This is an optimization exercise on Yosys and OpenROAD, whose aim is small area, not a production implementation.
Function was checked by simulation only, so behaviour that the tests miss may differ from the original.
Power is estimated from default activity; no workload was simulated.

[config.mk]
export PLATFORM = sky130hd
export DESIGN_NAME = ritc_trigger_top
export DESIGN_NICKNAME = ritc_trigger_top
export VERILOG_FILES = /design/flow/design.v
export SDC_FILE = /design/flow/constraint.sdc
export NUM_CORES = 4
export LEC_CHECK = 0
export CAP_MARGIN = 20
export CORE_AREA = 2 2 158 158
export DIE_AREA = 0 0 160 160
export SLEW_MARGIN = 20
export SYNTH_HIERARCHICAL = 1
[constraint.sdc]
create_clock -name core_clock -period 4.5 [get_ports {clk_i}]
set_input_delay 0.9000 -clock core_clock [delete_from_list [all_inputs] [get_ports {clk_i}]]
set_output_delay 0.9000 -clock core_clock [all_outputs]
set_load 0.01 [all_outputs]
[design.v]
package ritc_pkg;
	localparam int DEMUX = 16;
	localparam int SAMPLE_BITS = 3;
	localparam int NBITS = DEMUX * SAMPLE_BITS;
	localparam int NCHAN = 3;
	localparam int PHASE_BITS = 8;
	localparam int CFG_BITS = 8;
	localparam int STATUS_BITS = 8;
	typedef enum logic [1:0] {
		REG_THR_HI = 2'd0,
		REG_THR_LO = 2'd1,
		REG_MASK   = 2'd2,
		REG_STATUS = 2'd3
	} reg_addr_e;
endpackage
module ritc_channel_storage #(
	parameter int STAGES = 0
) (
	input  logic                                   clk_i,
	input  logic                                   rst_n_i,
	input  logic                                   rst_i,
	input  logic [ritc_pkg::NBITS-1:0]             in_i,
	output logic [ritc_pkg::NBITS*(STAGES+1)-1:0]  out_o
);
	localparam int W = ritc_pkg::NBITS;
	generate
		if (STAGES == 0) begin : g_pass
			assign out_o = in_i;
		end else begin : g_hist
			logic [W*STAGES-1:0] hist_q;
			logic [W*STAGES-1:0] slot;
			for (genvar k = 1; k <= STAGES; k++) begin : g_slot
				localparam bit INV = (k % 2 == 1) && (k < STAGES);
				if (INV) begin : g_inv
					assign slot[W*(k-1) +: W] = ~hist_q[W*(k-1) +: W];
				end else begin : g_true
					assign slot[W*(k-1) +: W] = hist_q[W*(k-1) +: W];
				end
				if (INV) begin : g_ff_inv
					always_ff @(posedge clk_i) begin
						if (!rst_n_i) begin
							hist_q[W*(k-1) +: W] <= '1;
						end else begin
							hist_q[W*(k-1) +: W] <= ~out_o[W*(k-1) +: W];
						end
					end
				end else if (k > 1 && (k % 2 == 0)) begin : g_ff_after_inv
					always_ff @(posedge clk_i) begin
						if (rst_i) begin
							hist_q[W*(k-1) +: W] <= '0;
						end else begin
							hist_q[W*(k-1) +: W] <= out_o[W*(k-1) +: W];
						end
					end
				end else begin : g_ff_true
					always_ff @(posedge clk_i) begin
						if (!rst_n_i) begin
							hist_q[W*(k-1) +: W] <= '0;
						end else begin
							hist_q[W*(k-1) +: W] <= out_o[W*(k-1) +: W];
						end
					end
				end
			end
			assign out_o = {slot, in_i};
		end
	endgenerate
endmodule
module ritc_summary_storage #(
	parameter int STAGES = 1
) (
	input  logic                                        clk_i,
	input  logic                                        rst_n_i,
	input  logic [2*ritc_pkg::SAMPLE_BITS-1:0]          in_i,
	output logic [2*ritc_pkg::SAMPLE_BITS*STAGES-1:0]   out_o
);
	localparam int SW = 2 * ritc_pkg::SAMPLE_BITS;
	logic [SW*STAGES-1:0]     sum_q;
	logic [SW*(STAGES+1)-1:0] chain;
	assign chain = {sum_q, in_i};
	assign out_o = sum_q;
	localparam logic [SW-1:0] ZERO_SUM = {{ritc_pkg::SAMPLE_BITS{1'b1}}, {ritc_pkg::SAMPLE_BITS{1'b0}}};
	always_ff @(posedge clk_i) begin
		if (!rst_n_i) begin
			sum_q <= {STAGES{ZERO_SUM}};
		end else begin
			sum_q <= chain[SW*STAGES-1:0];
		end
	end
endmodule
module ritc_input_storage #(
	parameter int A_STAGES = 0,
	parameter int B_STAGES = 2,
	parameter int C_STAGES = 3
) (
	input  logic                                              clk_i,
	input  logic                                              rst_n_i,
	input  logic [ritc_pkg::NBITS-1:0]                        a_i,
	input  logic [ritc_pkg::NBITS-1:0]                        b_i,
	input  logic [ritc_pkg::NBITS-1:0]                        c_i,
	output logic [ritc_pkg::NBITS*(A_STAGES+1)-1:0]           as_o,
	output logic [ritc_pkg::NBITS*(B_STAGES+1)-1:0]           bs_o,
	output logic [ritc_pkg::NBITS*(C_STAGES+1)-1:0]           cs_o
);
	logic rst;
	assign rst = ~rst_n_i;
	ritc_channel_storage #(.STAGES(A_STAGES)) u_store_a (
		.clk_i(clk_i), .rst_n_i(rst_n_i), .rst_i(rst), .in_i(a_i), .out_o(as_o)
	);
	ritc_channel_storage #(.STAGES(B_STAGES)) u_store_b (
		.clk_i(clk_i), .rst_n_i(rst_n_i), .rst_i(rst), .in_i(b_i), .out_o(bs_o)
	);
	ritc_channel_storage #(.STAGES(C_STAGES)) u_store_c (
		.clk_i(clk_i), .rst_n_i(rst_n_i), .rst_i(rst), .in_i(c_i), .out_o(cs_o)
	);
endmodule
module ritc_trig_config (
	input  logic                                clk_i,
	input  logic                                rst_n_i,
	input  logic                                cfg_we_i,
	input  ritc_pkg::reg_addr_e                 cfg_addr_i,
	input  logic [ritc_pkg::CFG_BITS-1:0]       cfg_wdata_i,
	input  logic                                trig_pulse_i,
	output logic [ritc_pkg::SAMPLE_BITS-1:0]    thr_hi_o,
	output logic [ritc_pkg::SAMPLE_BITS-1:0]    thr_lo_o,
	output logic [ritc_pkg::NCHAN-1:0]          mask_o,
	output logic [ritc_pkg::CFG_BITS-1:0]       cfg_rdata_o
);
	localparam int SB = ritc_pkg::SAMPLE_BITS;
	localparam int NC = ritc_pkg::NCHAN;
	logic [SB-1:0]                       thr_hi_q;
	logic [SB-1:0]                       thr_lo_q;
	logic [NC-1:0]                       mask_q;
	logic [ritc_pkg::STATUS_BITS-1:0]    status_q;
	always_ff @(posedge clk_i) begin
		if (!rst_n_i) begin
			thr_hi_q <= '1;
			thr_lo_q <= '0;
			mask_q   <= '1;
		end else if (cfg_we_i) begin
			case (cfg_addr_i)
				ritc_pkg::REG_THR_HI: thr_hi_q <= cfg_wdata_i[SB-1:0];
				ritc_pkg::REG_THR_LO: thr_lo_q <= cfg_wdata_i[SB-1:0];
				ritc_pkg::REG_MASK:   mask_q   <= cfg_wdata_i[NC-1:0];
				default: ;
			endcase
		end
	end
	always_ff @(posedge clk_i) begin
		if (!rst_n_i) begin
			status_q <= '0;
		end else if (trig_pulse_i) begin
			status_q <= status_q + 1'b1;
		end
	end
	assign thr_hi_o = thr_hi_q;
	assign thr_lo_o = thr_lo_q;
	assign mask_o   = mask_q;
	always_comb begin
		cfg_rdata_o = '0;
		case (cfg_addr_i)
			ritc_pkg::REG_THR_HI: cfg_rdata_o[SB-1:0] = thr_hi_q;
			ritc_pkg::REG_THR_LO: cfg_rdata_o[SB-1:0] = thr_lo_q;
			ritc_pkg::REG_MASK:   cfg_rdata_o[NC-1:0] = mask_q;
			default:              cfg_rdata_o[ritc_pkg::STATUS_BITS-1:0] = status_q;
		endcase
	end
endmodule
module ritc_any16 (
	input  logic [ritc_pkg::DEMUX-1:0] in_i,
	output logic                       out_o
);
	assign out_o = |in_i;
endmodule
module ritc_nall16 (
	input  logic [ritc_pkg::DEMUX-1:0] in_i,
	output logic                       out_o
);
	assign out_o = ~&in_i;
endmodule
module ritc_max_mid (
	input  logic [ritc_pkg::DEMUX-1:0] s1_i,
	input  logic [ritc_pkg::DEMUX-1:0] s2_i,
	input  logic                       top_i,
	output logic                       out_o
);
	logic any_hi, any;
	assign any_hi = |(s1_i & s2_i);
	assign any    = |s1_i;
	assign out_o = top_i ? any_hi : any;
endmodule
module ritc_max_low (
	input  logic [ritc_pkg::DEMUX-1:0] s0_i,
	input  logic [ritc_pkg::DEMUX-1:0] s1_i,
	input  logic [ritc_pkg::DEMUX-1:0] s2_i,
	input  logic                       top_i,
	input  logic                       mid_i,
	output logic                       out_o
);
	assign out_o = |(s0_i & (s2_i | {ritc_pkg::DEMUX{~top_i}}) & (s1_i | {ritc_pkg::DEMUX{~mid_i}}));
endmodule
module ritc_min_mid (
	input  logic [ritc_pkg::DEMUX-1:0] s1_i,
	input  logic [ritc_pkg::DEMUX-1:0] s2_i,
	input  logic                       top_i,
	output logic                       out_o
);
	logic nall_lo, nall;
	assign nall_lo = ~&(s1_i | s2_i);
	assign nall    = ~&s1_i;
	assign out_o = top_i ? nall_lo : nall;
endmodule
module ritc_min_low (
	input  logic [ritc_pkg::DEMUX-1:0] s0_i,
	input  logic [ritc_pkg::DEMUX-1:0] s1_i,
	input  logic [ritc_pkg::DEMUX-1:0] s2_i,
	input  logic                       top_i,
	input  logic                       mid_i,
	output logic                       out_o
);
	assign out_o = ~&(s0_i | (s2_i & {ritc_pkg::DEMUX{top_i}}) | (s1_i & {ritc_pkg::DEMUX{mid_i}}));
endmodule
module ritc_word_summary (
	input  logic [ritc_pkg::NBITS-1:0]           w_i,
	output logic [2*ritc_pkg::SAMPLE_BITS-1:0]   sum_o
);
	localparam int DX = ritc_pkg::DEMUX;
	logic [DX-1:0] s0, s1, s2;
	always_comb begin
		for (int i = 0; i < DX; i++) begin
			s0[i] = w_i[i*3];
			s1[i] = w_i[i*3+1];
			s2[i] = w_i[i*3+2];
		end
	end
	logic [2:0] mx, tmn;
	ritc_any16   u_max_top (.in_i(s2), .out_o(mx[2]));
	ritc_max_mid u_max_mid (.s1_i(s1), .s2_i(s2), .top_i(mx[2]), .out_o(mx[1]));
	ritc_max_low u_max_low (.s0_i(s0), .s1_i(s1), .s2_i(s2), .top_i(mx[2]), .mid_i(mx[1]), .out_o(mx[0]));
	ritc_nall16  u_min_top (.in_i(s2), .out_o(tmn[2]));
	ritc_min_mid u_min_mid (.s1_i(s1), .s2_i(s2), .top_i(tmn[2]), .out_o(tmn[1]));
	ritc_min_low u_min_low (.s0_i(s0), .s1_i(s1), .s2_i(s2), .top_i(tmn[2]), .mid_i(tmn[1]), .out_o(tmn[0]));
	assign sum_o = {tmn, mx};
endmodule
module ritc_ge3 (
	input  logic [ritc_pkg::SAMPLE_BITS-1:0] x_i,
	input  logic [ritc_pkg::SAMPLE_BITS-1:0] y_n_i,
	output logic                             ge_o
);
	logic c1, c2;
	assign c1   = x_i[0] | y_n_i[0];
	assign c2   = (x_i[1] & y_n_i[1]) | (x_i[1] & c1) | (y_n_i[1] & c1);
	assign ge_o = (x_i[2] & y_n_i[2]) | (x_i[2] & c2) | (y_n_i[2] & c2);
endmodule
module ritc_window_trigger #(
	parameter int A_STAGES = 0,
	parameter int B_STAGES = 2,
	parameter int C_STAGES = 3
) (
	input  logic                                              clk_i,
	input  logic                                              rst_n_i,
	input  logic                                              sync_i,
	input  logic [ritc_pkg::NBITS-1:0]                        a_i,
	input  logic [ritc_pkg::NBITS-1:0]                        b_i,
	input  logic [ritc_pkg::NBITS-1:0]                        c_i,
	input  logic [ritc_pkg::SAMPLE_BITS-1:0]                  thr_hi_i,
	input  logic [ritc_pkg::SAMPLE_BITS-1:0]                  thr_lo_i,
	input  logic [ritc_pkg::NCHAN-1:0]                        mask_i,
	output logic                                              trig_o,
	output logic [ritc_pkg::NCHAN-1:0]                        trig_hits_o,
	output logic [ritc_pkg::PHASE_BITS-1:0]                   trig_phase_o
);
	localparam int SB = ritc_pkg::SAMPLE_BITS;
	localparam int SW = 2 * SB;
	logic [SW-1:0] sum_a, sum_b, sum_c;
	ritc_word_summary u_sum_a (.w_i(a_i), .sum_o(sum_a));
	ritc_word_summary u_sum_b (.w_i(b_i), .sum_o(sum_b));
	ritc_word_summary u_sum_c (.w_i(c_i), .sum_o(sum_c));
	logic [SW*(A_STAGES+1)-1:0] win_a;
	logic [SW*(B_STAGES+1)-1:0] win_b;
	logic [SW*(C_STAGES+1)-1:0] win_c;
	generate
		if (A_STAGES == 0) begin : g_a_live
			assign win_a = sum_a;
		end else begin : g_a_hist
			logic [SW*A_STAGES-1:0] hist_a;
			ritc_summary_storage #(.STAGES(A_STAGES)) u_hist_a (
				.clk_i(clk_i), .rst_n_i(rst_n_i), .in_i(sum_a), .out_o(hist_a)
			);
			assign win_a = {hist_a, sum_a};
		end
		if (B_STAGES == 0) begin : g_b_live
			assign win_b = sum_b;
		end else begin : g_b_hist
			logic [SW*B_STAGES-1:0] hist_b;
			ritc_summary_storage #(.STAGES(B_STAGES)) u_hist_b (
				.clk_i(clk_i), .rst_n_i(rst_n_i), .in_i(sum_b), .out_o(hist_b)
			);
			assign win_b = {hist_b, sum_b};
		end
		if (C_STAGES == 0) begin : g_c_live
			assign win_c = sum_c;
		end else begin : g_c_hist
			logic [SW*C_STAGES-1:0] hist_c;
			ritc_summary_storage #(.STAGES(C_STAGES)) u_hist_c (
				.clk_i(clk_i), .rst_n_i(rst_n_i), .in_i(sum_c), .out_o(hist_c)
			);
			assign win_c = {hist_c, sum_c};
		end
	endgenerate
	logic [SB-1:0] thr_hi_n;
	assign thr_hi_n = ~thr_hi_i;
	logic [2*A_STAGES+1:0] hit_a;
	logic [2*B_STAGES+1:0] hit_b;
	logic [2*C_STAGES+1:0] hit_c;
	generate
		for (genvar k = 0; k <= A_STAGES; k++) begin : g_hit_a
			ritc_ge3 u_hi (.x_i(win_a[k*SW +: SB]),      .y_n_i(thr_hi_n), .ge_o(hit_a[2*k]));
			ritc_ge3 u_lo (.x_i(win_a[k*SW + SB +: SB]), .y_n_i(thr_lo_i), .ge_o(hit_a[2*k+1]));
		end
		for (genvar k = 0; k <= B_STAGES; k++) begin : g_hit_b
			ritc_ge3 u_hi (.x_i(win_b[k*SW +: SB]),      .y_n_i(thr_hi_n), .ge_o(hit_b[2*k]));
			ritc_ge3 u_lo (.x_i(win_b[k*SW + SB +: SB]), .y_n_i(thr_lo_i), .ge_o(hit_b[2*k+1]));
		end
		for (genvar k = 0; k <= C_STAGES; k++) begin : g_hit_c
			ritc_ge3 u_hi (.x_i(win_c[k*SW +: SB]),      .y_n_i(thr_hi_n), .ge_o(hit_c[2*k]));
			ritc_ge3 u_lo (.x_i(win_c[k*SW + SB +: SB]), .y_n_i(thr_lo_i), .ge_o(hit_c[2*k+1]));
		end
	endgenerate
	logic [ritc_pkg::NCHAN-1:0] hits;
	assign hits = {|hit_c, |hit_b, |hit_a};
	logic                            phase_clr_q;
	logic [ritc_pkg::PHASE_BITS-1:0] phase;
	always_ff @(posedge clk_i) begin
		if (!rst_n_i) begin
			phase_clr_q <= 1'b1;
		end else begin
			phase_clr_q <= sync_i;
		end
	end
	assign phase = phase_clr_q ? '0 : trig_phase_o + 1'b1;
	always_ff @(posedge clk_i) begin
		if (!rst_n_i) begin
			trig_o       <= 1'b0;
			trig_hits_o  <= '0;
			trig_phase_o <= '0;
		end else begin
			trig_o       <= (|mask_i) && ((hits & mask_i) == mask_i);
			trig_hits_o  <= hits;
			trig_phase_o <= phase;
		end
	end
endmodule
module ritc_trigger_top #(
	parameter int A_STAGES = 0,
	parameter int B_STAGES = 2,
	parameter int C_STAGES = 3
) (
	input  logic                                              clk_i,
	input  logic                                              rst_n_i,
	input  logic                                              sync_i,
	input  logic [ritc_pkg::NBITS-1:0]                        a_i,
	input  logic [ritc_pkg::NBITS-1:0]                        b_i,
	input  logic [ritc_pkg::NBITS-1:0]                        c_i,
	input  logic                                              cfg_we_i,
	input  ritc_pkg::reg_addr_e                               cfg_addr_i,
	input  logic [ritc_pkg::CFG_BITS-1:0]                     cfg_wdata_i,
	output logic [ritc_pkg::CFG_BITS-1:0]                     cfg_rdata_o,
	output logic [ritc_pkg::NBITS*(A_STAGES+1)-1:0]           as_o,
	output logic [ritc_pkg::NBITS*(B_STAGES+1)-1:0]           bs_o,
	output logic [ritc_pkg::NBITS*(C_STAGES+1)-1:0]           cs_o,
	output logic                                              trig_o,
	output logic [ritc_pkg::NCHAN-1:0]                        trig_hits_o,
	output logic [ritc_pkg::PHASE_BITS-1:0]                   trig_phase_o
);
	logic [ritc_pkg::SAMPLE_BITS-1:0]         thr_hi;
	logic [ritc_pkg::SAMPLE_BITS-1:0]         thr_lo;
	logic [ritc_pkg::NCHAN-1:0]               mask;
	ritc_input_storage #(
		.A_STAGES(A_STAGES), .B_STAGES(B_STAGES), .C_STAGES(C_STAGES)
	) u_storage (
		.clk_i(clk_i), .rst_n_i(rst_n_i),
		.a_i(a_i), .b_i(b_i), .c_i(c_i),
		.as_o(as_o), .bs_o(bs_o), .cs_o(cs_o)
	);
	ritc_trig_config u_config (
		.clk_i(clk_i), .rst_n_i(rst_n_i),
		.cfg_we_i(cfg_we_i), .cfg_addr_i(cfg_addr_i), .cfg_wdata_i(cfg_wdata_i),
		.trig_pulse_i(trig_o),
		.thr_hi_o(thr_hi), .thr_lo_o(thr_lo), .mask_o(mask),
		.cfg_rdata_o(cfg_rdata_o)
	);
	ritc_window_trigger #(
		.A_STAGES(A_STAGES), .B_STAGES(B_STAGES), .C_STAGES(C_STAGES)
	) u_trigger (
		.clk_i(clk_i), .rst_n_i(rst_n_i), .sync_i(sync_i),
		.a_i(a_i), .b_i(b_i), .c_i(c_i),
		.thr_hi_i(thr_hi), .thr_lo_i(thr_lo), .mask_i(mask),
		.trig_o(trig_o), .trig_hits_o(trig_hits_o), .trig_phase_o(trig_phase_o)
	);
endmodule
[flow/run.sh]
#!/bin/bash
# Standard ORFS layout (the standard.sh) with these layout choices changed:
#  - every input and output port still gets a buffer, but the small buf_1 cell
#  - the clock tree is built from clkbuf_8 cells in small clusters, without dummy loads
#  - global placement is not timing driven (its virtual repair keeps oversized
#    buffers); synthesis buffers are removed before it as the timing-driven mode does
set -o pipefail
HERE=$(pwd)
export BUFFER_PORTS_ARGS="-buffer_cell sky130_fd_sc_hd__buf_1"
export CTS_ARGS="-sink_clustering_enable -repair_clock_nets -buf_list sky130_fd_sc_hd__clkbuf_8 -root_buf sky130_fd_sc_hd__clkbuf_8 -dont_use_dummy_load -sink_clustering_size 24 -sink_clustering_max_diameter 50"
export GPL_TIMING_DRIVEN=0
# Pins one routing track apart, so that the die can be smaller than the pin count would allow at two
export PLACE_PINS_ARGS="-min_distance 1 -min_distance_in_tracks"
export PRE_GLOBAL_PLACE_TCL=$HERE/flow/pre_global_place.tcl
bash standard.sh > standard.log 2>&1
[flow/pre_global_place.tcl]
remove_buffers
[standard.sh]
#!/bin/bash
# synth_recipe.tcl (not shown) runs the flow's synth.tcl, then flattens the netlist and writes it again
# the make line also repeats each setting of config.mk as NAME=value (left out here)
make -C /OpenROAD-flow-scripts/flow DESIGN_CONFIG=/design/flow/config.mk WORK_HOME=/design/flow/orfs CLKGATE_MAP_FILE= SYNTH_SCRIPT=/design/flow/synth_recipe.tcl "${@:-finish}"
==> summary.txt, run 1 <==
Post-synthesis sequential area ratio - 45.07%
Row count - 57
Htree depth - 1
Synth Area per Inst - 9.172 µm²
IO Pins - 562
Hpwl dp - 27060 µm
GR Overflow Total - 0
CP Launch Type - input pin
Unique masters post-synth - 51
Buffers on Ports - 556
Die Wd - 160 µm
Cts hold-fix bufs - 0
Commonest non-fill, non-tap cell in the layout - buf_1
Ranking of synthesized cells by area - dfxtp_1, buf_4, nor2_1
Worst VDD drop - 0.2761 mV
CTS root buf - clkbuf_8
Predominant post-synthesis flop cell - dfxtp_1
Final net count - 1869
Mapped cell area - 13330 µm²
Clock Path Buffers - 3
CP Data Required Time - 4.91 ns
Max Cap Viol - 0
Power Dens Cells - 349.1 nW/µm²
Syn_nets - 1613
Post-synth top area cell - dfxtp_1
GP Congestion - 0.8951
Most frequent cells in the layout - buf_1, dfxtp_1, nor2_1
Crit path max fanout - 22
RR Endpoint - u_trigger.trig_o
Hold crit path type - flip-flop to flip-flop
Max Freq - 0.2316 GHz
Post-synth EDFFs - 0
Postcts setup bufs - 0
Vias in the first global route - 10074
DR iter-0 viols - 844
WS Path Type - input pin to flip-flop
Hold depth - 1
Count of pins over their slew limit - 0
Final worst path period share - 95.95%
CP endpoint kind - flip-flop
Final-report hold violation count - 0
Starting density of the core - 55.28%
R2r startpoint - u_config.thr_lo_q[2]
Worst-path clk slew - 0.10 ns
Async SR Flop Fraction - 0%
Hold path start - u_storage.u_store_b.g_hist.hist_q[12]
Period minus WS final - 4.318 ns
Post-route DRC violation count - 0
Post-route ant nets - 0
Setup TNS - 0 ns
Arrival @ worst endpoint - 4.73 ns
Initial antenna violation count - 0
CTS buffer count - 27
Share of cells above drive strength 1 - 3.749%
Top-area cell type share of the netlist area - 45.07%
CTS tree - yes
FF-to-FF setup slack - 2.53 ns
Leakage - 5.532 nW
RSZ-0062 raised after global routing - no
Drt wl/cell - 18.03 µm
Die height - 160 µm
Antenna diodes - 0
Die Area - 25600 µm²
First-pass GRT wire length - 55410 µm
FF-to-FF path depth - 5
WHS - 0.3736 ns
Detailed Route WL - 36630 µm
First-pass iteration count of the detailed router - 6
Outcome - timing/DRC/antenna clean
Area delta synth->final - 3.437%
Worst rel slew slack - 40.67%
Total global routing track utilization - 26.94%
Clock skew - 0.06633 ns
Largest net degree at the start of global routing - 60
Final Setup Violations - 0
Worst Tran Pin Value - 0.8887 ns
#FFs+latches synth - 300
Hold endpoint - u_storage.u_store_b.g_hist.hist_q[60]
Vias per std cell - 5.466
Clock latency (worst-skew pair) - 0.57 ns
Synthesis Warnings - 13
DR vias - 11101
CORE AREA - 24110 µm²
CTS sink cnt - 300
Synthesized instance count - 1453
[critical path, stage by stage]
cell and delay (ns):
buf_1 0.39, nand4_1 0.19, or4_4 0.71, o21ai_0 0.13, or3_1 0.13, nor4_1 0.05, a41oi_2 0.30, buf_6 0.22
a221oi_1 0.09, nor4_1 0.38, nand4_1 0.22, a211oi_1 0.22, a211oi_1 0.12, nor4_2 0.38, nand3_1 0.11, and4_1 0.17
[cell type report]
| cell class | instances | area [µm²] |
|---|---|---|
| Fill cell | 2320 | 10320 |
| Sequential cell | 300 | 6006 |
| Multi-Input combinational cell | 709 | 4359 |
| Timing Repair Buffer | 564 | 2238 |
| Tap cell | 324 | 405.4 |
| Inverter | 107 | 404.1 |
| Clock buffer | 27 | 371.6 |
[cells in the mapped netlist, types with 4 or more instances]
| master | instances |
|---|---|
| and3_1 | 5 |
| buf_8 | 6 |
| a211oi_1 | 48 |
| o21ai_0 | 7 |
| a22oi_1 | 18 |
| and2_1 | 64 |
| buf_6 | 18 |
| nand3_1 | 7 |
| nor2_1 | 135 |
| buf_4 | 297 |
| buf_2 | 12 |
| or3_1 | 7 |
| nand2_1 | 130 |
| nand4_1 | 46 |
| o22ai_1 | 21 |
| clkbuf_2 | 4 |
| a21oi_1 | 5 |
| o221ai_1 | 45 |
| mux2i_1 | 10 |
| inv_2 | 6 |
| or2b_1 | 6 |
| xor2_1 | 5 |
| or4_1 | 10 |
| nand2b_1 | 11 |
| nor4_1 | 42 |
| a221oi_1 | 45 |
| inv_1 | 100 |
| dfxtp_1 | 300 |
[what timing repair did]
| item | CTS | global route |
|---|---|---|
| setup endpoints to repair | 0 | 3 |
| endpoints found under the hold margin | 0 | 0 |
| gates resized for setup | 0 | 5 |
[metrics by stage]
stage	area, µm²	power, mW	std cells	worst slack [ns]	util, %
detailed placement	13390	3.534	2004	-0.5514	55.55
floorplan	13330	3.327	1453	0.6921	-
finish	13780	4.813	2031	0.1821	57.18
global placement	13220	3.532	1996	-8.009	54.83
CTS	13760	4.841	2031	0.002221	57.10
global route	13780	5.020	2031	0.02536	57.18
[sequential cells by signal (all words and copies together), names as in the netlist, 8 cells and up]
| register | count |
|---|---|
| u_trigger.trig_phase_o | 8 |
| u_config.status_q | 8 |
| u_storage.u_store_c.g_hist.hist_q | 144 |
| u_trigger.g_c_hist.u_hist_c.sum_q | 18 |
| u_trigger.g_b_hist.u_hist_b.sum_q | 12 |
| u_storage.u_store_b.g_hist.hist_q | 96 |
[per-module statistics from Yosys (local to each module, per instance), excerpt]
| module | area, µm² | times used |
|---|---|---|
| ritc_trig_config | 788.3 | 1 |
| ritc_min_low | 230.2 | 3 |
| ritc_max_low | 205.2 | 3 |
| ritc_max_mid | 121.4 | 3 |
| ritc_min_mid | 112.6 | 3 |
| ritc_nall16 | 32.53 | 3 |
| ritc_any16 | 31.28 | 3 |
[per-layer routing]
layer / vias up / part of all wire (%) / wire [µm] / global-route usage (%)
met5: - / 0 / 0 / 0
met4: 0 / 2.7 / 984 / 9.214
met3: 80 / 9.1 / 3337 / 5.403
met2: 599 / 46 / 16790 / 43.68
met1: 5191 / 42 / 15520 / 36.06
li1: 5231 / - / - / -
[power breakdown]
group | total [mW] | internal [mW] | switching, mW
logic | 0.659 | 0.211 | 0.449
registers | 2.82 | 2.76 | 0.0581
clock network | 1.33 | 0.533 | 0.798
[how the worst max path moves through the flow]
| stage | start | to | cells after the start |
|---|---|---|---|
| 6_report | b_i[47] | u_trigger.trig_o | 16 |
| 5_1_grt | a_i[8] | u_trigger.trig_o | 15 |
| 4_1_cts | b_i[47] | u_trigger.trig_o | 16 |
| 3_5_place_dp | b_i[47] | u_trigger.trig_o | 16 |
| 3_3_place_gp | rst_n_i | u_storage.u_store_b.g_hist.hist_q[55] | 3 |
| 2_1_floorplan | c_i[8] | u_trigger.trig_o | 16 |
[cell families (layout without fill, tap and decap cells)]
| group | Yosys count | count (layout) | synth area share [%] |
|---|---|---|---|
| AO/OA/AOI/OAI | 209 | 209 | 12.61 |
| XOR/XNOR | 7 | 7 | 0.4601 |
| adder cells (fa/ha/maj) | 2 | 2 | 0.1877 |
| buffers and inverters | 444 | 698 | 22.54 |
| flip-flops | 300 | 300 | 45.07 |
| multiplexers | 13 | 13 | 1.286 |
| AND/OR/NAND/NOR | 478 | 478 | 17.85 |
==> run 2: changes to the inputs <==
==> flow/run.sh (replaced) <==
#!/bin/bash
# Standard ORFS layout (the standard.sh) with these layout choices changed:
#  - every input and output port still gets a buffer, but the small buf_1 cell
#  - the clock tree is built from clkbuf_4 cells in small clusters, without dummy loads
#  - global placement is not timing driven (its virtual repair keeps oversized
#    buffers); synthesis buffers are removed before it as the timing-driven mode does
set -o pipefail
HERE=$(pwd)
export BUFFER_PORTS_ARGS="-buffer_cell sky130_fd_sc_hd__buf_1"
export CTS_ARGS="-sink_clustering_enable -repair_clock_nets -buf_list sky130_fd_sc_hd__clkbuf_4 -root_buf sky130_fd_sc_hd__clkbuf_8 -dont_use_dummy_load -sink_clustering_size 12 -sink_clustering_max_diameter 40"
export GPL_TIMING_DRIVEN=0
# Pins one routing track apart, so that the die can be smaller than the pin count would allow at two
export PLACE_PINS_ARGS="-min_distance 1 -min_distance_in_tracks"
export PRE_GLOBAL_PLACE_TCL=$HERE/flow/pre_global_place.tcl
bash standard.sh > standard.log 2>&1
==> run 2 against run 1 <==
  * Clock-buffer cell count grew 9
  * Sequential power about the same
  * Sequential share of layout area rose by 0.22 points
  * Critical endpoint unchanged
  * Clock skew decreased by 0.012 ns
==> summary.txt, run 2 <==
Worst VDD drop - 0.2819 mV (was 0.2761 mV)
GP Congestion - 0.8951 (unchanged)
First-pass iteration count of the detailed router - 5 (was 6)
CORE AREA - 24110 µm² (unchanged)
Antenna diodes - 0 (unchanged)
Synth Area per Inst - 9.172 µm² (unchanged)
Crit path max fanout - 21 (was 22)
Dpl ws - -0.5514 ns (unchanged)
Htree depth - 2 (was 1)
Hold crit path type - flip-flop to flip-flop (unchanged)
Placed cell count - 2004 (unchanged)
Vias in the first global route - 10132 (was 10074)
Postcts setup bufs - 0 (unchanged)
Final net count - 1878 (was 1869)
Period minus WS final - 4.275 ns (was 4.318 ns)
Final Setup Violations - 0 (unchanged)
Final std cells w/o fill - 2040 (was 2031)
IO Pins - 562 (unchanged)
GR Overflow Total - 0 (unchanged)
Synthesized instance count - 1453 (unchanged)
Die Wd - 160 µm (unchanged)
Synthesis Warnings - 13 (unchanged)
CTS tree - yes (unchanged)
Hold path start - u_storage.u_store_b.g_hist.hist_q[39] (was u_storage.u_store_b.g_hist.hist_q[12])
Post-synth EDFFs - 0 (unchanged)
WS Path Type - input pin to flip-flop (unchanged)
Mapped cell area - 13330 µm² (unchanged)
Outcome - timing/DRC/antenna clean (unchanged)
Commonest non-fill, non-tap cell in the layout - buf_1 (unchanged)
Leakage - 5.516 nW (was 5.532 nW)
Unique masters post-synth - 51 (unchanged)
Commonest cells in the synthesized netlist - dfxtp_1, buf_4, nor2_1 (unchanged)
CTS sink cnt - 300 (unchanged)
Drt wl/cell - 18.05 µm (was 18.03 µm)
Post-synthesis sequential area ratio - 45.07% (unchanged)
Buffers on Ports - 556 (unchanged)
Area delta synth->final - 2.911% (was 3.437%)
Top-area cell type share of the netlist area - 45.07% (unchanged)
Share of cells above drive strength 1 - 4.254% (was 3.749%)
Row count - 57 (unchanged)
DR vias - 11170 (was 11101)
CP Launch Type - input pin (unchanged)
Worst rel slew slack - 43.37% (was 40.67%)
Count of pins over their slew limit - 0 (unchanged)
Async SR Flop Fraction - 0% (unchanged)
FF-to-FF path depth - 6 (was 5)
Worst Tran Pin Value - 0.8483 ns (was 0.8887 ns)
Final worst path period share - 95.01% (was 95.95%)
Syn_nets - 1613 (unchanged)
Detailed Route WL - 36820 µm (was 36630 µm)
Hpwl dp - 27060 µm (unchanged)
Worst-path clk slew - 0.11 ns (was 0.10 ns)
Post-route ant nets - 0 (unchanged)
Post-route DRC violation count - 0 (unchanged)
Initial antenna violation count - 1 (was 0)
Setup crit start - a_i[44] (was b_i[47])
Most flop-heavy register - u_storage.u_store_c.g_hist.hist_q (unchanged)
Most frequent cells in the layout - buf_1, dfxtp_1, nor2_1 (unchanged)
R2r startpoint - u_config.thr_hi_q[1] (was u_config.thr_lo_q[2])
First-pass GRT wire length - 55880 µm (was 55410 µm)
Final-report hold violation count - 0 (unchanged)
Max reg flops - 144 (unchanged)
DR iter-0 viols - 963 (was 844)
CP Data Required Time - 4.95 ns (was 4.91 ns)
Ranking of synthesized cells by area - dfxtp_1, buf_4, nor2_1 (unchanged)
Predominant post-synthesis flop cell - dfxtp_1 (unchanged)
Clock Path Buffers - 3 (unchanged)
Power Dens Cells - 343.0 nW/µm² (was 349.1 nW/µm²)
Arrival @ worst endpoint - 4.72 ns (was 4.73 ns)
Hold depth - 1 (unchanged)
CTS root buf - clkbuf_8 (unchanged)
Starting density of the core - 55.28% (unchanged)
Vias per std cell - 5.475 (was 5.466)
Max Freq - 0.2339 GHz (was 0.2316 GHz)
Cts hold-fix bufs - 0 (unchanged)
Setup ws final - 0.2245 ns (was 0.1821 ns)
Die Area - 25600 µm² (unchanged)
CP endpoint kind - flip-flop (unchanged)
Clock latency (worst-skew pair) - 0.53 ns (was 0.57 ns)
Setup TNS - 0 ns (unchanged)
Top flop regs - u_storage.u_store_c.g_hist.hist_q: 144 flops, u_storage.u_store_b.g_hist.hist_q: 96 flops, u_trigger.g_c_hist.u_hist_c.sum_q: 18 flops (unchanged)
Max Cap Viol - 0 (unchanged)
Die height - 160 µm (unchanged)
Largest net degree at the start of global routing - 60 (unchanged)
Count leader, synth - dfxtp_1 (unchanged)
RSZ-0062 raised after global routing - no (unchanged)
#FFs+latches synth - 300 (unchanged)
Post-synth top area cell - dfxtp_1 (unchanged)
CTS buffer count - 36 (was 27)
Total global routing track utilization - 27.27% (was 26.94%)
Clock skew - 0.05453 ns (was 0.06633 ns)
==> run 2: cell counts after synthesis <==
Identical to the previous run, type by type.
==> run 2: path summary, 6_finish.rpt <==
path | end | slack (ns)
setup / recovery | u_trigger.trig_o | 0.22
setup reg to reg | u_trigger.trig_o | 2.56
hold reg to reg | u_storage.u_store_b.g_hist.hist_q[87] | 0.40
hold / removal | u_storage.u_store_b.g_hist.hist_q[87] | 0.40
==> run 2: critical path: stages <==
cell and delay (ns):
buf_1 0.32, nand4_1 0.14, or4_1 0.89, nand4b_1 0.31, nor4_1 0.34, a41oi_2 0.29
buf_6 0.25, a221oi_1 0.30, nor4_1 0.11, nand4_1 0.12, a211oi_1 0.05, a211oi_1 0.28
nor2_1 0.10, a21oi_1 0.14, and4_1 0.19
==> run 2: cell type report <==
| cell class | instances | area (µm²) |
|---|---|---|
| clock buffer | 36 | 301.5 |
| sequential | 300 | 6006 |
| multi-input combinational | 709 | 4359 |
| timing repair buffer | 564 | 2238 |
| tap | 324 | 405.4 |
| inverter | 107 | 404.1 |
| fill | 2336 | 10390 |
==> run 2: repair_timing <==
action                     CTS  global route
setup endpoints to repair    1             2
gates resized for setup      1             4
pin swaps                    0             0
==> run 2: Yosys stat by module, one instance, submodules excluded, excerpt <==
module | cells | area (µm²) | copies in the design | flip-flops and latches
ritc_any16 | 5 | 31.28 | 3 | 0
ritc_ge3 | 5 | 30.03 | 16 | 0
ritc_max_mid | 18 | 121.4 | 3 | 0
ritc_min_mid | 18 | 112.6 | 3 | 0
ritc_max_low | 25 | 205.2 | 3 | 0
ritc_min_low | 25 | 230.2 | 3 | 0
ritc_trig_config | 78 | 788.3 | 1 | 17
ritc_nall16 | 5 | 32.53 | 3 | 0
==> run 2: metrics by stage <==
step                utilization [%]  total power, mW  cell area [µm²]  hold WS (ns)
global placement              54.83            3.532            13220        0.3985
CTS                           56.82            4.747            13700        0.3723
floorplan                         -            3.327            13330        0.3915
global route                  56.89            4.936            13710        0.4038
finish                        56.89            4.705            13710        0.3958
detailed placement            55.55            3.534            13390        0.3977
==> run 2: cells by family after synthesis <==
| family | synth area share (%) |
|---|---|
| buffers and inverters | 22.54 |
| adders and majority gates | 0.1877 |
| muxes | 1.286 |
| and+or+nand+nor | 17.85 |
| AOI/OAI and AO/OA | 12.61 |
| xor gates and xnor gates | 0.4601 |
| DFF | 45.07 |
==> run 2: power breakdown <==
part           total (mW)  internal (mW)  switching, mW
Sequential           2.82           2.76         0.0578
Clock                1.22          0.423          0.801
Combinational       0.659          0.211          0.448
Total                4.70           3.40           1.31
==> run 2: routing by layer <==
metal / global-route usage [%] / vias up / routed length [µm]
met2: 43.76 / 614 / 17080
met4: 9.828 / 2 / 1005
met3: 6.338 / 89 / 3342
li1: - / 5264 / -
met5: 0 / - / 10
met1: 36.12 / 5201 / 15380
==> run 3: changes to the inputs <==
==> flow/run.sh (replaced) <==
#!/bin/bash
# Standard ORFS layout (the standard.sh) with these layout choices changed:
#  - every input and output port still gets a buffer, but the small buf_1 cell
#  - the clock tree is built from clkbuf_8 cells in small clusters, without dummy loads
#  - gates that synthesis sized up are put back at their smallest size first
#  - global placement is not timing driven (its virtual repair keeps oversized
#    buffers); synthesis buffers are removed before it as the timing-driven mode does
set -o pipefail
HERE=$(pwd)
export BUFFER_PORTS_ARGS="-buffer_cell sky130_fd_sc_hd__buf_1"
export CTS_ARGS="-sink_clustering_enable -repair_clock_nets -buf_list sky130_fd_sc_hd__clkbuf_8 -root_buf sky130_fd_sc_hd__clkbuf_8 -dont_use_dummy_load -sink_clustering_size 20 -sink_clustering_max_diameter 60"
export GPL_TIMING_DRIVEN=0
# Pins one routing track apart, so that the die can be smaller than the pin count would allow at two
export PLACE_PINS_ARGS="-min_distance 1 -min_distance_in_tracks"
export PRE_GLOBAL_PLACE_TCL=$HERE/flow/pre_global_place.tcl
bash standard.sh > standard.log 2>&1
==> flow/pre_global_place.tcl (replaced) <==
# Synthesis (ABC) sizes some gates up for its own delay estimate. Put every
# combinational gate back at its smallest drive strength; the resizer's slew,
# capacitance and timing repairs later in the flow size up what needs it.
set n_down 0
foreach inst [get_cells *] {
  set master [get_property $inst ref_name]
  if {![regexp {^(sky130_fd_sc_hd__)([a-z0-9]+)_([0-9]+)$} $master -> pfx base sz]} { continue }
  if {[regexp {^(df|sdf|edf|dl|buf|clk|inv|conb|tap|fill|decap|diode)} $base]} { continue }
  set best ""
  set best_area [get_property [get_lib_cells */$master] area]
  foreach t {0 1 2} {
    set cand ${pfx}${base}_$t
    set lc [get_lib_cells -quiet */$cand]
    if {$lc == ""} { continue }
    if {[get_property $lc dont_use]} { continue }
    set a [get_property $lc area]
    if {$a < $best_area} { set best $cand; set best_area $a }
  }
  if {$best != ""} {
    replace_cell $inst $best
    incr n_down
  }
}
puts "Sized down $n_down gates"
remove_buffers
--- a/config.mk
+++ b/config.mk
@@ -7,6 +7,6 @@
 export LEC_CHECK = 0
 export CAP_MARGIN = 20
-export CORE_AREA = 2 2 158 158
-export DIE_AREA = 0 0 160 160
+export CORE_AREA = 2 2 142 142
+export DIE_AREA = 0 0 144 144
 export SLEW_MARGIN = 20
 export SYNTH_HIERARCHICAL = 1
==> run 3 against run 2 <==
  * Sequential power about the same
  * Core utilization increased by 13 points
  * Largest cell class unchanged
  * Wire length decreased by 4.5%
  * Still clean on timing, DRC and antenna
  * Via count increased by 0.17%
  * Hold slack got worse by 0.052 ns
  * Final cell count decreased by 3.6%
==> summary.txt, run 3 <==
Outcome - timing/DRC/antenna clean (unchanged)
CP Data Required Time - 4.91 ns (was 4.95 ns)
Switch Pwr - 1.267 mW (was 1.307 mW)
R2r startpoint - u_config.thr_hi_q[2] (was u_config.thr_hi_q[1])
CTS root buf - clkbuf_8 (unchanged)
Predominant post-synthesis flop cell - dfxtp_1 (unchanged)
Hold crit path type - flip-flop to flip-flop (unchanged)
Final std cells w/o fill - 1967 (was 2040)
Max Cap Viol - 0 (unchanged)
IO Pins - 562 (unchanged)
Syn_nets - 1613 (unchanged)
Synthesis Warnings - 13 (unchanged)
Drt wl/cell - 17.88 µm (was 18.05 µm)
Clock skew - 0.05364 ns (was 0.05453 ns)
WS Path Type - input pin to flip-flop (unchanged)
Final-report hold violation count - 0 (unchanged)
Row count - 51 (was 57)
GP Congestion - 0.9318 (was 0.8951)
Post-synthesis sequential area ratio - 45.07% (unchanged)
Post-synth EDFFs - 0 (unchanged)
Power Dens Cells - 341.7 nW/µm² (was 343.0 nW/µm²)
Die Area - 20740 µm² (was 25600 µm²)
DR iter-0 viols - 1007 (was 963)
Sequential share of power - 60.7% (was 60.0%)
Hpwl dp - 25860 µm (was 27060 µm)
Period minus WS final - 4.232 ns (was 4.275 ns)
Clock Path Buffers - 3 (unchanged)
GR Overflow Total - 0 (unchanged)
Post-placement cell area - 13220 µm² (was 13390 µm²)
Most flop-heavy register - u_storage.u_store_c.g_hist.hist_q (unchanged)
CTS tree - yes (unchanged)
Final net count - 1864 (was 1878)
Setup ws final - 0.2677 ns (was 0.2245 ns)
DR vias - 11189 (was 11170)
Arrival @ worst endpoint - 4.64 ns (was 4.72 ns)
Clock latency (worst-skew pair) - 0.53 ns (about the same)
Commonest non-fill, non-tap cell in the layout - buf_1 (unchanged)
Vias in the first global route - 10087 (was 10132)
Int Power - 3.376 mW (was 3.397 mW)
Ranking of synthesized cells by area - dfxtp_1, buf_4, nor2_1 (unchanged)
Final Setup Violations - 0 (unchanged)
Unique masters post-synth - 51 (unchanged)
Dpl ws - -0.8520 ns (was -0.5514 ns)
Most frequent cells in the layout - buf_1, dfxtp_1, nor2_1 (unchanged)
First-pass GRT wire length - 52080 µm (was 55880 µm)
#FFs+latches synth - 300 (unchanged)
Worst-path clk slew - 0.11 ns (about the same)
Detailed Route WL - 35170 µm (was 36820 µm)
Total global routing track utilization - 31.36% (was 27.27%)
RSZ-0062 raised after global routing - no (unchanged)
Antenna diodes - 0 (unchanged)
Share of cells above drive strength 1 - 3.173% (was 4.254%)
Setup crit start - b_i[47] (was a_i[44])
Placed cell count - 1943 (was 2004)
Crit path max fanout - 22 (was 21)
CP endpoint kind - flip-flop (unchanged)
Largest net degree at the start of global routing - 60 (unchanged)
Worst rel slew slack - 43.54% (was 43.37%)
WHS - 0.3439 ns (was 0.3958 ns)
Reg area - 6006 µm² (unchanged)
Vias per std cell - 5.688 (was 5.475)
Worst VDD drop - 0.3656 mV (was 0.2819 mV)
Starting density of the core - 68.93% (was 55.28%)
Area of the multi-input gates - 4317 µm² (was 4359 µm²)
Area delta synth->final - 1.972% (was 2.911%)
Initial antenna violation count - 0 (was 1)
Max reg flops - 144 (unchanged)
Clk network pwr share - 25.1% (was 26.0%)
Final worst path period share - 94.05% (was 95.01%)
Post-synth top area cell - dfxtp_1 (unchanged)
Top-area cell type share of the netlist area - 45.07% (unchanged)
CTS buffer count - 20 (was 36)
Total of fill cells in the finished design - 1664 (was 2336)
Post-route ant nets - 0 (unchanged)
Synthesized instance count - 1453 (unchanged)
First-pass iteration count of the detailed router - 8 (was 5)
Count of pins over their slew limit - 0 (unchanged)
Switching Share - 27.29% (was 27.79%)
Setup TNS - 0 ns (unchanged)
Commonest cells in the synthesized netlist - dfxtp_1, buf_4, nor2_1 (unchanged)
Cts hold-fix bufs - 0 (unchanged)
Mapped cell area - 13330 µm² (unchanged)
Buffers on Ports - 556 (unchanged)
Top flop regs - u_storage.u_store_c.g_hist.hist_q: 144 flops, u_storage.u_store_b.g_hist.hist_q: 96 flops, u_trigger.g_c_hist.u_hist_c.sum_q: 18 flops (unchanged)
Async SR Flop Fraction - 0% (unchanged)
CP Launch Type - input pin (unchanged)
Die height - 144 µm (was 160 µm)
Post-route DRC violation count - 0 (unchanged)
Leakage - 5.481 nW (was 5.516 nW)
Hold path start - u_storage.u_store_b.g_hist.hist_q[38] (was u_storage.u_store_b.g_hist.hist_q[39])
Die Wd - 144 µm (was 160 µm)
Htree depth - 1 (was 2)
CTS sink cnt - 300 (unchanged)
Worst Tran Pin Value - 0.8457 ns (was 0.8483 ns)
Synth Area per Inst - 9.172 µm² (unchanged)
Design area - 13590 µm² (was 13710 µm²)
Max Freq - 0.2363 GHz (was 0.2339 GHz)
Gate power share - 14.1% (was 14.0%)
CORE AREA - 19330 µm² (was 24110 µm²)
Count leader, synth - dfxtp_1 (unchanged)
-- run 3: cell types whose count changed in the layout (fill, tap and decap cells not counted), moves of 3 or more --
cell | before | now
clkbuf_4 | 31 | 0
clkbuf_2 | 1 | 5
clkbuf_8 | 5 | 20
a221oi_2 | 3 | 0
nor4_2 | 5 | 2
a221oi_1 | 45 | 48
buf_1 | 554 | 550
o221ai_1 | 45 | 48
o221ai_2 | 3 | 0
nor4_1 | 40 | 43
buf_4 | 0 | 3
-- run 3: area by class of cell --
type / count / share of cell area (%)
Sequential cell: 300 / 44.19
Multi-Input combinational cell: 709 / 31.76
Timing Repair Buffer: 566 / 16.60
Inverter: 107 / 2.974
Tap cell: 265 / 2.440
Clock buffer: 20 / 2.026
-- run 3: kinds of logic (layout without fill, tap and decap cells) --
group,after synthesis,in the layout,share of synthesized area [%]
DFF,300,300,45.07
xor gates and xnor gates,7,7,0.4601
AOI/OAI and AO/OA,209,209,12.61
and+or+nand+nor,478,478,17.85
adders and majority gates,2,2,0.1877
muxes,13,13,1.286
buffers and inverters,444,693,22.54
-- run 3: power groups by stage --
stage | registers (mW) | clock network (mW) | logic [mW]
global route | 2.83 | 1.29 | 0.709
floorplan | 2.87 | 0 | 0.462
finish | 2.82 | 1.17 | 0.655
CTS | 2.82 | 1.19 | 0.640
detailed placement | 2.88 | 0 | 0.637
global placement | 2.88 | 0 | 0.633
-- run 3: per-stage QoR --
step / power, mW / utilization, %
6_report: 4.643 / 70.28
5_1_grt: 4.838 / 70.28
4_1_cts: 4.652 / 69.87
3_5_place_dp: 3.518 / 68.37
3_3_place_gp: 3.513 / 67.62
2_1_floorplan: 3.327 / -
-- run 3: routing by layer --
layer / wire (µm) / GRT usage [%] / part of all wire (%)
met1: 13870 / 41.08 / 39
met2: 16140 / 49.87 / 46
met3: 3900 / 7.351 / 11
met4: 1253 / 13.42 / 3.6
met5: 0 / 0 / 0
-- run 3: worst max-delay path: stages --
cell and delay (ns):
buf_1 0.36, nand4_1 0.18, or4_4 0.70, o21ai_0 0.14
or3_1 0.13, nor4_1 0.06, a41oi_4 0.34, buf_12 0.18
a221oi_1 0.07, nor4_1 0.38, nand4_1 0.21, a211oi_1 0.22
a211oi_1 0.11, nor4_2 0.36, nand3_1 0.12, and4_1 0.18
-- run 3: path summary, 6_finish.rpt --
path         slack, ns  cells past startpoint                                    end
min               0.34                      1  u_storage.u_store_b.g_hist.hist_q[86]
max reg2reg       2.50                      6                       u_trigger.trig_o
min reg2reg       0.34                      1  u_storage.u_store_b.g_hist.hist_q[86]
max               0.27                     16                       u_trigger.trig_o
-- run 3: modules after synthesis, one instance, submodules excluded, excerpt --
module            flops+latches  copies in the design  cells inside  cell area (µm²)
ritc_trig_config             17                     1            78            788.3
ritc_min_low                  0                     3            25            230.2
ritc_max_low                  0                     3            25            205.2
ritc_max_mid                  0                     3            18            121.4
ritc_min_mid                  0                     3            18            112.6
ritc_nall16                   0                     3             5            32.53
ritc_any16                    0                     3             5            31.28
ritc_ge3                      0                    16             5            30.03
-- run 3: what timing repair did --
| action | CTS | global route |
|---|---|---|
| setup buffers | 0 | 4 |
| setup endpoints to repair | 2 | 4 |
| gates resized for setup | 2 | 10 |
==> run 4: changes to the inputs <==
--- a/config.mk
+++ b/config.mk
@@ -7,6 +7,6 @@
 export LEC_CHECK = 0
 export CAP_MARGIN = 20
-export CORE_AREA = 2 2 142 142
-export DIE_AREA = 0 0 144 144
+export CORE_AREA = 2 2 158 158
+export DIE_AREA = 0 0 160 160
 export SLEW_MARGIN = 20
 export SYNTH_HIERARCHICAL = 1
==> run 4 against run 3 <==
  * Critical path type unchanged
  * Fmax barely moved
  * Clock-buffer cell count rose by 3
  * Hold slack improved by 0.010 ns
  * Worst setup slack improved by 0.0028 ns
  * Combinational power barely moved
  * Synthesized cell count did not move
  * Wire length rose by 3.4%
  * Final cell count rose by 3.2%
  * Critical path depth fell by 1
==> summary.txt, run 4 <==
Outcome - timing/DRC/antenna clean (unchanged)
Hold endpoint - u_storage.u_store_b.g_hist.hist_q[60] (was u_storage.u_store_b.g_hist.hist_q[86])
GR Overflow Total - 0 (unchanged)
Synth Area in Simple Gates - 17.85% (unchanged)
Final worst path period share - 93.99% (was 94.05%)
Starting density of the core - 55.28% (was 68.93%)
RSZ-0062 raised after global routing - no (unchanged)
Post-synth top area cell - dfxtp_1 (unchanged)
#FFs+latches synth - 300 (unchanged)
Vias per std cell - 5.454 (was 5.688)
Clock skew - 0.05696 ns (was 0.05364 ns)
Hpwl dp - 26840 µm (was 25860 µm)
Most flop-heavy register - u_storage.u_store_c.g_hist.hist_q (unchanged)
Drt wl/cell - 17.92 µm (was 17.88 µm)
Switch Pwr - 1.281 mW (was 1.267 mW)
Ranking of synthesized cells by area - dfxtp_1, buf_4, nor2_1 (unchanged)
Unique masters post-synth - 51 (unchanged)
Top-area cell type share of the netlist area - 45.07% (unchanged)
Gate power share - 13.9% (was 14.1%)
Post-Synth XOR/XNOR Area - 0.4601% (unchanged)
Met2 GRT Util - 42.50% (was 49.87%)
First-pass GRT wire length - 55550 µm (was 52080 µm)
Final Setup Violations - 0 (unchanged)
Hold crit path type - flip-flop to flip-flop (unchanged)
Crit path max-delay family - simple AND/OR/NAND/NOR gates (unchanged)
Commonest cells in the synthesized netlist - dfxtp_1, buf_4, nor2_1 (unchanged)
Leakage - 5.496 nW (was 5.481 nW)
First-pass iteration count of the detailed router - 6 (was 8)
Worst VDD drop - 0.2937 mV (was 0.3656 mV)
Post-route ant nets - 0 (unchanged)
Final net count - 1867 (was 1864)
Post-route DRC violation count - 0 (unchanged)
Syn_nets - 1613 (unchanged)
Synthesized instance count - 1453 (unchanged)
Met1 global-route usage - 35.58% (was 41.08%)
Adder-cell share of the synthesized area - 0.1878% (unchanged)
RR Endpoint - u_trigger.trig_o (unchanged)
Total global routing track utilization - 26.94% (was 31.36%)
Initial antenna violation count - 0 (unchanged)
Detailed Route WL - 36370 µm (was 35170 µm)
CP Launch Type - input pin (unchanged)
Post-synthesis sequential area ratio - 45.07% (unchanged)
Compound-gate portion of the synthesized area - 12.61% (unchanged)
CTS sink cnt - 300 (unchanged)
Clk network pwr share - 26.3% (was 25.1%)
Max reg flops - 144 (unchanged)
CTS tree - yes (unchanged)
GP Congestion - 0.8932 (was 0.9318)
Count of pins over their slew limit - 0 (unchanged)
FF-to-FF setup slack - 2.47 ns (was 2.50 ns)
Area delta synth->final - 2.601% (was 1.972%)
Die Area - 25600 µm² (was 20740 µm²)
Htree depth - 1 (unchanged)
Tot Pwr - 4.713 mW (was 4.643 mW)
CTS buffer count - 23 (was 20)
Max stage delay on crit path - 0.91 ns (was 0.70 ns)
Clock Path Buffers - 3 (unchanged)
Vias in the first global route - 10212 (was 10087)
FF-to-FF path depth - 6 (unchanged)
Power Dens Cells - 344.7 nW/µm² (was 341.7 nW/µm²)
Share of cells above drive strength 1 - 3.284% (was 3.173%)
Largest net degree at the start of global routing - 70 (was 60)
Die Wd - 160 µm (was 144 µm)
Predominant post-synthesis flop cell - dfxtp_1 (unchanged)
Max Freq - 0.2364 GHz (was 0.2363 GHz)
Post-synth EDFFs - 0 (unchanged)
DR vias - 11066 (was 11189)
IO Pins - 562 (unchanged)
Final std cells w/o fill - 2029 (was 1967)
Switching Share - 27.18% (was 27.29%)
Row count - 57 (was 51)
Placed cell count - 2004 (was 1943)
Synth Area per Inst - 9.172 µm² (unchanged)
Most frequent cells in the layout - buf_1, dfxtp_1, nor2_1 (unchanged)
CORE AREA - 24110 µm² (was 19330 µm²)
DR iter-0 viols - 888 (was 1007)
Antenna diodes - 0 (unchanged)
Busiest grt layer - met2 (unchanged)
Design area - 13670 µm² (was 13590 µm²)
Max Cap Viol - 0 (unchanged)
Critical path, cell by cell - buf_1, nand4_1, or4_1, nand4b_1, nor4_1, a41oi_2, buf_6, a221oi_1, nor4_1, nand4_1, a211oi_1, a211oi_1, nor2_1, a21oi_1, and4_1 (was buf_1, nand4_1, or4_4, o21ai_0, or3_1, nor4_1, a41oi_4, buf_12, a221oi_1, nor4_1, nand4_1, a211oi_1, a211oi_1, nor4_2, nand3_1, and4_1)
Arrival @ worst endpoint - 4.69 ns (was 4.64 ns)
Int Power - 3.432 mW (was 3.376 mW)
Final-report hold violation count - 0 (unchanged)
Post-synthesis mux area share - 1.286% (unchanged)
Worst-path clk slew - 0.11 ns (about the same)
Largest family of logic cells by synthesized area - buffers and inverters (unchanged)
Hold depth - 1 (unchanged)
Worst rel slew slack - 43.08% (was 43.54%)
WHS - 0.3540 ns (was 0.3439 ns)
Crit path max fanout - 21 (was 22)
CTS root buf - clkbuf_8 (unchanged)
CP Data Required Time - 4.96 ns (was 4.91 ns)
Synthesis Warnings - 13 (unchanged)
Die height - 160 µm (was 144 µm)
Period minus WS final - 4.230 ns (was 4.232 ns)
Sequential share of power - 59.9% (was 60.7%)
M3 GR Usage - 5.870% (was 7.351%)
Clock latency (worst-skew pair) - 0.57 ns (was 0.53 ns)
Hold path start - u_storage.u_store_b.g_hist.hist_q[12] (was u_storage.u_store_b.g_hist.hist_q[38])
Count leader, synth - dfxtp_1 (unchanged)
CP bufs+invs - 2 (unchanged)
R2r startpoint - u_config.thr_hi_q[2] (unchanged)
Top flop regs - u_storage.u_store_c.g_hist.hist_q: 144 flops, u_storage.u_store_b.g_hist.hist_q: 96 flops, u_trigger.g_c_hist.u_hist_c.sum_q: 18 flops (unchanged)
Worst Tran Pin Value - 0.8527 ns (was 0.8457 ns)
Commonest non-fill, non-tap cell in the layout - buf_1 (unchanged)
Mapped cell area - 13330 µm² (unchanged)
Buffers on Ports - 556 (unchanged)
Slowest CP cell - or4_1 (was or4_4)
Final Util - 56.72% (was 70.28%)
Async SR Flop Fraction - 0% (unchanged)
Cts hold-fix bufs - 0 (unchanged)
Post-placement cell area - 13320 µm² (was 13220 µm²)
CP endpoint kind - flip-flop (unchanged)
WS Path Type - input pin to flip-flop (unchanged)
-- run 4: cell counts after synthesis --
Identical to the previous run, type by type.
-- run 4: per-stage QoR --
| step | worst slack (ns) | TNS, ns |
|---|---|---|
| 4_1_cts | 0.06166 | 0 |
| 5_1_grt | 0.008380 | 0 |
| 2_1_floorplan | 0.6921 | 0 |
| 3_5_place_dp | -0.7523 | -1.783 |
| 6_report | 0.2705 | 0 |
| 3_3_place_gp | -8.010 | -1220.24 |
-- run 4: worst max-delay path by stage --
| stage | start | endpoint | cells after the start |
|---|---|---|---|
| global route | c_i[41] | u_trigger.trig_o | 16 |
| global placement | rst_n_i | u_storage.u_store_b.g_hist.hist_q[55] | 3 |
| finish | a_i[35] | u_trigger.trig_o | 15 |
| detailed placement | b_i[47] | u_trigger.trig_o | 16 |
| CTS | c_i[11] | u_trigger.trig_o | 16 |
| floorplan | c_i[8] | u_trigger.trig_o | 16 |
-- run 4: what timing repair did --
action / in CTS / in global routing
endpoints found under the setup margin: 2 / 3
setup buffers: 0 / 2
resized for setup: 1 / 8
hold endpoints to repair: 0 / 0
-- run 4: cell families after synthesis --
kind of cell	Yosys count
buffers and inverters	444
XOR/XNOR	7
AND/OR/NAND/NOR	478
flip-flops	300
adder cells (fa/ha/maj)	2
AO/OA/AOI/OAI	209
multiplexers	13
-- run 4: per-layer routing --
| layer | wire length, µm | vias up |
|---|---|---|
| li1 | - | 5218 |
| met1 | 15110 | 5110 |
| met2 | 16390 | 649 |
| met3 | 3612 | 89 |
| met4 | 1254 | 0 |
| met5 | 0 | - |
-- run 4: layout make-up --
class	count	area, µm²
inverters	107	404.1
multi-input cells	709	4290
clock buffers	23	316.6
flip-flops and latches	300	6006
repair buffers	566	2251
fillers	2352	10430
well taps	324	405.4
-- run 4: worst reg2reg max path, cell delays in order (launching register included) --
cell	delay, ns
dfxtp_1	0.36
inv_1	0.34
a211oi_1	0.34
a211oi_1	0.08
nor4_1	0.46
nand3_1	0.13
and4_1	0.20
-- run 4: per-module statistics from Yosys, one instance, submodules excluded, excerpt --
module	times used	cells inside
ritc_ge3	16	5
ritc_min_mid	3	18
ritc_max_mid	3	18
ritc_max_low	3	25
ritc_nall16	3	5
ritc_any16	3	5
ritc_trig_config	1	78
ritc_min_low	3	25
-- run 4: power by group through the flow --
stage | Sequential, mW | Combinational [mW] | Clock [mW]
CTS | 2.82 | 0.647 | 1.30
floorplan | 2.87 | 0.462 | 0
global placement | 2.88 | 0.647 | 0
detailed placement | 2.88 | 0.646 | 0
global route | 2.84 | 0.709 | 1.39
finish | 2.82 | 0.654 | 1.24
==> run 5: changes to the inputs <==
--- a/config.mk
+++ b/config.mk
@@ -7,6 +7,6 @@
 export LEC_CHECK = 0
 export CAP_MARGIN = 20
-export CORE_AREA = 2 2 158 158
-export DIE_AREA = 0 0 160 160
+export CORE_AREA = 2 2 148 148
+export DIE_AREA = 0 0 150 150
 export SLEW_MARGIN = 20
 export SYNTH_HIERARCHICAL = 1
==> run 5 against run 4 <==
  * Still clean
  * Hold slack gained 0.024 ns
  * Sequential share of layout area is 0.33 points higher
  * Wire length shrank 2.6%
  * Via count shrank 0.13%
  * Synthesized cell count unchanged
  * Die area down 12%
  * Combinational power about the same
  * Critical endpoint unchanged
==> summary.txt, run 5 <==
Final worst path period share - 94.66% (was 93.99%)
Most frequent cells in the layout - buf_1, dfxtp_1, nor2_1 (unchanged)
Clock latency (worst-skew pair) - 0.53 ns (was 0.57 ns)
Drt wl/cell - 17.94 µm (was 17.92 µm)
Largest family of logic cells by synthesized area - buffers and inverters (unchanged)
Max Cap Viol - 0 (unchanged)
Outcome - timing/DRC/antenna clean (unchanged)
#FFs+latches synth - 300 (unchanged)
Top flop regs - u_storage.u_store_c.g_hist.hist_q: 144 flops, u_storage.u_store_b.g_hist.hist_q: 96 flops, u_trigger.g_c_hist.u_hist_c.sum_q: 18 flops (unchanged)
Hold crit path type - flip-flop to flip-flop (unchanged)
Antenna diodes - 0 (unchanged)
Post-synth EDFFs - 0 (unchanged)
Worst VDD drop - 0.2782 mV (was 0.2937 mV)
Htree depth - 1 (unchanged)
Power Dens Cells - 344.2 nW/µm² (was 344.7 nW/µm²)
WS Path Type - input pin to flip-flop (unchanged)
Post-route ant nets - 0 (unchanged)
Cts hold-fix bufs - 0 (unchanged)
Gate power share - 14.0% (was 13.9%)
Vias per std cell - 5.596 (was 5.454)
CP endpoint kind - flip-flop (unchanged)
Met3 WL - 4080 µm (was 3612 µm)
M1 WL - 14160 µm (was 15110 µm)
CP Data Required Time - 4.97 ns (was 4.96 ns)
Post-synthesis mux area share - 1.286% (unchanged)
Sequential share of power - 60.4% (was 59.9%)
Mapped cell area - 13330 µm² (unchanged)
Clock Path Buffers - 3 (unchanged)
Die height - 150 µm (was 160 µm)
Row count - 53 (was 57)
Syn_nets - 1613 (unchanged)
Final net count - 1862 (was 1867)
Commonest non-fill, non-tap cell in the layout - buf_1 (unchanged)
Switching Share - 27.35% (was 27.18%)
Postcts setup bufs - 0 (unchanged)
Synthesis Warnings - 13 (unchanged)
CTS buffer count - 21 (was 23)
Final Setup Violations - 0 (unchanged)
Critical path, cell by cell - buf_1, nand4_1, or4_4, nand4b_1, nor4_1, a41oi_4, a221oi_1, nor4_1, nand4_1, a211oi_1, a211oi_1, nor2_1, a21oi_1, and4_1 (was buf_1, nand4_1, or4_1, nand4b_1, nor4_1, a41oi_2, buf_6, a221oi_1, nor4_1, nand4_1, a211oi_1, a211oi_1, nor2_1, a21oi_1, and4_1)
Hpwl dp - 26220 µm (was 26840 µm)
Buffers on Ports - 556 (unchanged)
Clock skew - 0.03611 ns (was 0.05696 ns)
DR vias - 11052 (was 11066)
Worst Tran Pin Value - 0.8556 ns (was 0.8527 ns)
Clk network pwr share - 25.6% (was 26.3%)
Post-Synth XOR/XNOR Area - 0.4601% (unchanged)
Top-area cell type share of the netlist area - 45.07% (unchanged)
Unique masters post-synth - 51 (unchanged)
Area delta synth->final - 1.840% (was 2.601%)
CTS tree - yes (unchanged)
Most flop-heavy register - u_storage.u_store_c.g_hist.hist_q (unchanged)
Synthesized instance count - 1453 (unchanged)
Total of fill cells in the finished design - 1902 (was 2352)
CTS sink cnt - 300 (unchanged)
Ranking of synthesized cells by area - dfxtp_1, buf_4, nor2_1 (unchanged)
Die Area - 22500 µm² (was 25600 µm²)
First-pass iteration count of the detailed router - 7 (was 6)
Synth Area per Inst - 9.172 µm² (unchanged)
CORE AREA - 20960 µm² (was 24110 µm²)
Post-synthesis sequential area ratio - 45.07% (unchanged)
Max stage delay on crit path - 0.69 ns (was 0.91 ns)
Commonest cells in the synthesized netlist - dfxtp_1, buf_4, nor2_1 (unchanged)
IO Pins - 562 (unchanged)
GP Congestion - 0.9399 (was 0.8932)
CP bufs+invs - 1 (was 2)
Predominant post-synthesis flop cell - dfxtp_1 (unchanged)
Int Power - 3.394 mW (was 3.432 mW)
DR iter-0 viols - 932 (was 888)
Period minus WS final - 4.260 ns (was 4.230 ns)
Share of cells above drive strength 1 - 2.882% (was 3.284%)
DR top layer - met4 (unchanged)
Largest net degree at the start of global routing - 60 (was 70)
Routed wl met2 - 16160 µm (was 16390 µm)
Leakage - 5.467 nW (was 5.496 nW)
Vias in the first global route - 9754 (was 10212)
Final Util - 64.77% (was 56.72%)
Worst rel slew slack - 42.88% (was 43.08%)
Final-report hold violation count - 0 (unchanged)
Worst-path clk slew - 0.08 ns (was 0.11 ns)
Total global routing track utilization - 29.03% (was 26.94%)
GR Overflow Total - 0 (unchanged)
Post-synth top area cell - dfxtp_1 (unchanged)
Arrival @ worst endpoint - 4.73 ns (was 4.69 ns)
CP Launch Type - input pin (unchanged)
Compound-gate portion of the synthesized area - 12.61% (unchanged)
Post-route DRC violation count - 0 (unchanged)
First-pass GRT wire length - 52300 µm (was 55550 µm)
CTS resizes - 1 (unchanged)
Max reg flops - 144 (unchanged)
Starting density of the core - 63.60% (was 55.28%)
Count of pins over their slew limit - 0 (unchanged)
Switch Pwr - 1.277 mW (was 1.281 mW)
Synth Area in Simple Gates - 17.85% (unchanged)
Crit path max-delay family - simple AND/OR/NAND/NOR gates (unchanged)
Setup TNS - 0 ns (unchanged)
Count leader, synth - dfxtp_1 (unchanged)
Slowest CP cell - or4_4 (was or4_1)
Detailed Route WL - 35420 µm (was 36370 µm)
Max Freq - 0.2348 GHz (was 0.2364 GHz)
Crit path max fanout - 21 (unchanged)
CTS root buf - clkbuf_8 (unchanged)
Initial antenna violation count - 0 (unchanged)
Adder-cell share of the synthesized area - 0.1878% (unchanged)
Die Wd - 150 µm (was 160 µm)
Async SR Flop Fraction - 0% (unchanged)
==> run 5: cell counts after synthesis <==
Identical to the previous run, type by type.
==> run 5: final timing paths <==
check / startpoint / endpoint / slack [ns] / cells past startpoint
worst min register to register: u_storage.u_store_b.g_hist.hist_q[37] / u_storage.u_store_b.g_hist.hist_q[85] / 0.38 / 1
worst max register to register: u_config.thr_hi_q[2] / u_trigger.trig_o / 2.48 / 6
worst min-delay path: u_storage.u_store_b.g_hist.hist_q[37] / u_storage.u_store_b.g_hist.hist_q[85] / 0.38 / 1
worst max-delay path: a_i[11] / u_trigger.trig_o / 0.24 / 14
==> run 5: layout make-up <==
cell class,count,area (µm²),area share [%]
sequential,300,6006,44.25
timing repair buffer,563,2230,16.43
tap,275,344.1,2.535
inverter,107,404.1,2.978
multi-input combinational,709,4299,31.68
clock buffer,21,289.0,2.130
==> run 5: metal layers <==
layer | track usage [%] | vias up
li1 | - | 5216
met1 | 38.51 | 5034
met2 | 46.83 | 697
met3 | 6.524 | 105
met4 | 9.906 | 0
met5 | 0 | -
==> run 5: power groups by stage <==
stage / combinational (mW) / sequential [mW] / clock, mW
global route: 0.709 / 2.84 / 1.33
floorplan: 0.462 / 2.87 / 0
detailed placement: 0.639 / 2.88 / 0
CTS: 0.641 / 2.82 / 1.23
finish: 0.653 / 2.82 / 1.20
global placement: 0.636 / 2.88 / 0
==> run 5: metrics by stage <==
stage          instance area (µm²)  power (mW)  hold WS, ns  cells  worst slack, ns
5_1_grt                      13570       4.872       0.3842   1975         -0.01330
2_1_floorplan                13330       3.327       0.3915   1453           0.6921
6_report                     13570       4.671       0.3779   1975           0.2402
3_5_place_dp                 13250       3.522       0.3969   1954          -0.5776
4_1_cts                      13540       4.697       0.3761   1975          0.05775
3_3_place_gp                 13090       3.517       0.3968   1947           -7.372
==> run 5: per-module statistics from Yosys (local to each module, per instance), excerpt <==
| module | copies in the design | cell area (µm²) | flip-flops and latches | cells |
|---|---|---|---|---|
| ritc_min_low | 3 | 230.2 | 0 | 25 |
| ritc_max_low | 3 | 205.2 | 0 | 25 |
| ritc_max_mid | 3 | 121.4 | 0 | 18 |
| ritc_trig_config | 1 | 788.3 | 17 | 78 |
| ritc_ge3 | 16 | 30.03 | 0 | 5 |
| ritc_min_mid | 3 | 112.6 | 0 | 18 |
| ritc_nall16 | 3 | 32.53 | 0 | 5 |
| ritc_any16 | 3 | 31.28 | 0 | 5 |
==> run 5: logic make-up (layout without fill, tap and decap cells) <==
family,after synthesis,in the layout
muxes,13,13
xor gates and xnor gates,7,7
adders and majority gates,2,2
and+or+nand+nor,478,478
buffers and inverters,444,691
AOI/OAI and AO/OA,209,209
DFF,300,300

[port drivers added, routing unchanged]
In the flow no input, the clock included, has a driving cell. The finished layouts below were timed again as built, in two steps. Step 1 sets driving cells, clkbuf_16 on the clock port and buf_2 on the other inputs (assumed; they add their load-dependent delay and slew). Step 2 also shifts input and output timing later by t, the mid clock arrival at the registers, as if the neighbouring blocks saw the same clock. Three values: ideal, step 1, step 2; two values: the first two.
| run | t (ns) | slack for setup (ns) |
|---|---|---|
| run 1 | 0.569 | 0.182 / 0.206 / -0.363 |
| run 2 | 0.546 | 0.225 / 0.244 / -0.302 |
| run 3 | 0.546 | 0.268 / 0.287 / -0.260 |
| run 4 | 0.577 | 0.270 / 0.292 / -0.285 |
| run 5 | 0.568 | 0.240 / 0.257 / -0.311 |
With both steps, setup timing fails in every run listed, where it was met with ideal ports.
